Source: an optimization exercise on an open RTL-to-GDS flow (aim: small area). Production flows keep margins and buffers that such runs may drop. The RTL was checked by simulation tests, not by an equivalence proof against the original design.

==> inputs of v9 <==
// dac_output_conditioner
module dac_output_conditioner
#(
  parameter int DAC_DATA_WIDTH = 14,
  parameter int IN_DATA_WIDTH  = 16,
  parameter int GAIN_WIDTH     = 16
) (
  input  logic                             aclk,
  input  logic                             rst,
  input  logic signed [IN_DATA_WIDTH-1:0]  in_a,
  input  logic signed [IN_DATA_WIDTH-1:0]  in_b,
  input  logic signed [GAIN_WIDTH-1:0]     gain_a,
  input  logic signed [GAIN_WIDTH-1:0]     gain_b,
  input  logic signed [DAC_DATA_WIDTH-1:0] offset_a,
  input  logic signed [DAC_DATA_WIDTH-1:0] offset_b,
  input  logic                             enable_a,
  input  logic                             enable_b,
  input  logic [dac_cond_pkg::ENV_W-1:0]   ramp_step,
  input  logic                             sat_clr,
  output logic signed [DAC_DATA_WIDTH-1:0] dat_a_o,
  output logic signed [DAC_DATA_WIDTH-1:0] dat_b_o,
  output logic [1:0]                       state_a,
  output logic [1:0]                       state_b,
  output logic [dac_cond_pkg::SAT_CNT_W-1:0] sat_cnt_a,
  output logic [dac_cond_pkg::SAT_CNT_W-1:0] sat_cnt_b
);
==> module dac_cond_channel, before the edit <==
module dac_cond_channel
#(
  parameter int DAC_DATA_WIDTH = 14,
  parameter int IN_DATA_WIDTH  = 16,
  parameter int GAIN_WIDTH     = 16
) (
  input  logic                             clk_i,
  input  logic                             rst_i,
  input  logic                             kill_i,
  input  logic                             step_zero_i,
  input  logic signed [IN_DATA_WIDTH-1:0]  in_i,
  input  logic signed [GAIN_WIDTH-1:0]     gain_i,
  input  logic signed [DAC_DATA_WIDTH-1:0] offset_i,
  input  logic                             enable_i,
  input  logic [dac_cond_pkg::ENV_W-1:0]   ramp_step_i,
  input  logic                             sat_clr_i,
  output logic signed [DAC_DATA_WIDTH-1:0] dat_o,
  output logic [1:0]                       state_o,
  output logic [dac_cond_pkg::SAT_CNT_W-1:0] sat_cnt_o
);
  logic [1:0]        state_q;
  logic [13:0]       env_q;
  logic              on;
  logic [15:0]       env_x, step_x, env_r;
  logic              done;
  assign on     = state_q[1] & ~state_q[0];
  assign env_x  = {1'b0, on, env_q};
  assign step_x = {1'b0, ramp_step_i};
  assign env_r  = enable_i ? env_x + step_x : env_x - step_x;
  assign done   = step_zero_i | (enable_i ? (env_r[15:14] != 2'b00)
                                          : (env_r[15] | (env_r == 16'd0)));
  always_ff @(posedge clk_i) begin
    if (rst_i) begin
      state_q <= 2'b00;
      env_q   <= '0;
    end else begin
      state_q <= {enable_i == done, ~done};
      env_q   <= done ? 14'd0 : env_r[13:0];
    end
  end
    logic signed [17:0] p2_q, p2d_q;
  logic signed [17:0] p2_d;
  dac_cond_mul_a u_mul_a (.a(in_i), .b(gain_i), .o(offset_i), .y(p2_d));
  logic        [17:0] m3;    
  logic signed [17:0] p3;
  logic               sat;
  logic signed [13:0] c_q;
  logic               sat_q;
  logic signed [13:0] dat_q;
  dac_cond_mul_c u_mul_c (.p(p2d_q), .e(env_q), .yn(m3));
  assign p3  = on ? p2d_q : $signed(~m3);
  assign sat = (p3[17:13] != 5'b00000) & (p3[17:13] != 5'b11111);
  always_ff @(posedge clk_i) begin
    p2_q  <= p2_d;
    p2d_q <= p2_q;
    c_q   <= sat ? {p3[17], {13{~p3[17]}}} : p3[13:0];
    sat_q <= sat;
  end
  always_ff @(posedge clk_i) begin
    if (rst_i | kill_i) begin
      dat_q <= '0;
    end else begin
      dat_q <= c_q;
    end
  end
  assign dat_o   = dat_q;
  assign state_o = state_q;
  logic [15:0] sat_cnt_q;
  always_ff @(posedge clk_i) begin
    if (rst_i | sat_clr_i) begin
      sat_cnt_q <= '0;
    end else if (sat_q & ~kill_i & ~&sat_cnt_q) begin
      sat_cnt_q <= sat_cnt_q + 1'b1;
    end
  end
  assign sat_cnt_o = sat_cnt_q;
endmodule
clock: 8.0 ns
lec_check: 0
cap_margin: 20
core_margin: 2
core_utilization: 40
gpl_timing_driven: 0
slew_margin: 20
synth_hierarchical: 1
run.sh (not shown) runs the stock make flow with config.mk's settings and CLKGATE_MAP_FILE= SYNTH_SCRIPT=/design/flow/synth_recipe.tcl, a recipe that flattens the netlist after the stock synthesis.
==> v16 (differences from v9) <==
--- a/flow/design.v
+++ b/flow/design.v
@@ -45,5 +45,20 @@
   assign env_x  = {1'b0, on, env_q};
   assign step_x = {1'b0, ramp_step_i};
-  assign env_r  = enable_i ? env_x + step_x : env_x - step_x;
+  logic [15:0] env_b;
+  logic [10:0] env_c;
+  logic [15:10] env_r0, env_r1;
+  logic [16:10] env_c0, env_c1;
+  assign env_b    = step_x ^ {16{~enable_i}};
+  assign env_c[0] = ~enable_i;
+  for (genvar k = 0; k < 10; k++) begin : g_env_lo
+    dac_cond_fa u_fa (.a(env_x[k]), .b(env_b[k]), .c(env_c[k]), .s(env_r[k]), .co(env_c[k+1]));
+  end
+  assign env_c0[10] = 1'b0;
+  assign env_c1[10] = 1'b1;
+  for (genvar k = 10; k < 16; k++) begin : g_env_hi
+    dac_cond_fa u_fa0 (.a(env_x[k]), .b(env_b[k]), .c(env_c0[k]), .s(env_r0[k]), .co(env_c0[k+1]));
+    dac_cond_fa u_fa1 (.a(env_x[k]), .b(env_b[k]), .c(env_c1[k]), .s(env_r1[k]), .co(env_c1[k+1]));
+  end
+  assign env_r[15:10] = env_c[10] ? env_r1 : env_r0;
   assign done   = step_zero_i | (enable_i ? (env_r[15:14] != 2'b00)
                                           : (env_r[15] | (env_r == 16'd0)));
@@ -84,10 +99,15 @@
   assign dat_o   = dat_q;
   assign state_o = state_q;
-  logic [15:0] sat_cnt_q;
+  logic [15:0] sat_cnt_q, sat_cnt_s;
+  logic [16:0] sat_cnt_c;
+  assign sat_cnt_c[0] = sat_q & ~kill_i & ~&sat_cnt_q;
+  for (genvar k = 0; k < 16; k++) begin : g_cnt_inc
+    dac_cond_ha u_ha (.a(sat_cnt_q[k]), .b(sat_cnt_c[k]), .s(sat_cnt_s[k]), .co(sat_cnt_c[k+1]));
+  end
   always_ff @(posedge clk_i) begin
     if (rst_i | sat_clr_i) begin
       sat_cnt_q <= '0;
-    end else if (sat_q & ~kill_i & ~&sat_cnt_q) begin
-      sat_cnt_q <= sat_cnt_q + 1'b1;
+    end else begin
+      sat_cnt_q <= sat_cnt_s;
     end
   end
--- a/flow/config.mk
+++ b/flow/config.mk
@@ -9,5 +9,4 @@
 export CORE_MARGIN = 2
 export CORE_UTILIZATION = 40
-export GPL_TIMING_DRIVEN = 0
 export SLEW_MARGIN = 20
 export SYNTH_HIERARCHICAL = 1
==> notes <==
In v16 the maximum frequency is larger than in v9, by about 0.7%.
Between v16 and v9, the lower routed wire length is in v16 (gap about 6%, measured against v9).
In v9 the sequential share of layout area is lower than in v16, by 0.20 points.
v16 ran to the end with no violations. v9 completed with no timing, DRC or antenna violations.
Against v9, the register-to-register slack of v16 is higher by 0.20 ns.
Worst setup slack: v9 is lower than v16 (0.053 ns).
Of v16 and v9, v16 has the higher non-clock buffer count (gap 100).
Of v9 and v16, v9 has the higher synthesized cell count (gap about 10%, measured against v16).
Against v16, the count of clock-buffer cells in the layout of v9 is higher by 1.
Against v9, the via count of v16 is smaller by 7.8%.
In clock skew, v9 and v16 hardly differ.
==> figures <==
Status: v16 no timing/DRC/antenna violations; v9 no timing/DRC/antenna violations
DP HPWL: v16 65900 µm; v9 64100 µm
Termination of the worst setup path: v16 u_ch_b.p2_q[16]; v9 u_ch_b.c_q[5]
Layout Skew: v16 0.0126 ns; v9 0.0126 ns
Drt wl/cell: v16 18.8 µm; v9 18.9 µm
Worst Path Required: v16 8.36 ns; v9 8.39 ns
Maximum number of pins on one net before global-route repair: v16 32; v9 25
Post-layout min period: v16 7.63 ns; v9 7.69 ns
Met1 Wirelength: v16 38000 µm; v9 40300 µm
Critical path data arrival time: v16 7.99 ns; v9 8.08 ns
# Post-CTS Setup Buffers: v16 0; v9 6
Syn Std Cell Area: v16 29700 µm²; v9 30800 µm²
Worst slack at placement: v16 -0.118 ns; v9 -1.08 ns
Tightest hold margin: v16 0.323 ns; v9 0.317 ns
Xor/xnor share of the synthesized area: v16 19.3%; v9 19.8%
Die ar.: v16 76400 µm²; v9 79200 µm²
Crit path depth: v16 25; v9 23
Area of all sequential standard cells: v16 3930 µm²; v9 3980 µm²
Non-Clock Inverter Count: v16 255; v9 283
Global routing usage on met1: v16 31.4%; v9 31.7%
1st-iter DRT viols: v16 2100; v9 2211
Adder-Cell Fraction of Synth Area: v16 37.9%; v9 33.8%

## afterwards: timing with drivers on the ports
No port has a modelled driver above. Below, the same layouts with a new extraction and two added sets of constraints.
Step 1 assumes that a clkbuf_16 drives the clock port and a buf_2 every other input.
Step 2 times the ports against the registers' clock, not the clock port: input delays grow and output delays shrink by t, the midpoint of the rising clock arrivals with the driver on.
a / b / c = ideal / step 1 / step 2; a / b = the first two.
run	shift t [ns]	setup slack, ns	worst register clock-pin slew, ns
v9	0.523	0.313 / 0.313 / -0.117	0.08 / 0.08
v16	0.516	0.365 / 0.397 / -0.119	0.09 / 0.09
With both steps, setup timing fails in v9 and v16, where it was met with ideal ports. For v16, which loses most, drivers alone change the setup slack by +0.032 ns; drivers and shift together by -0.484 ns.
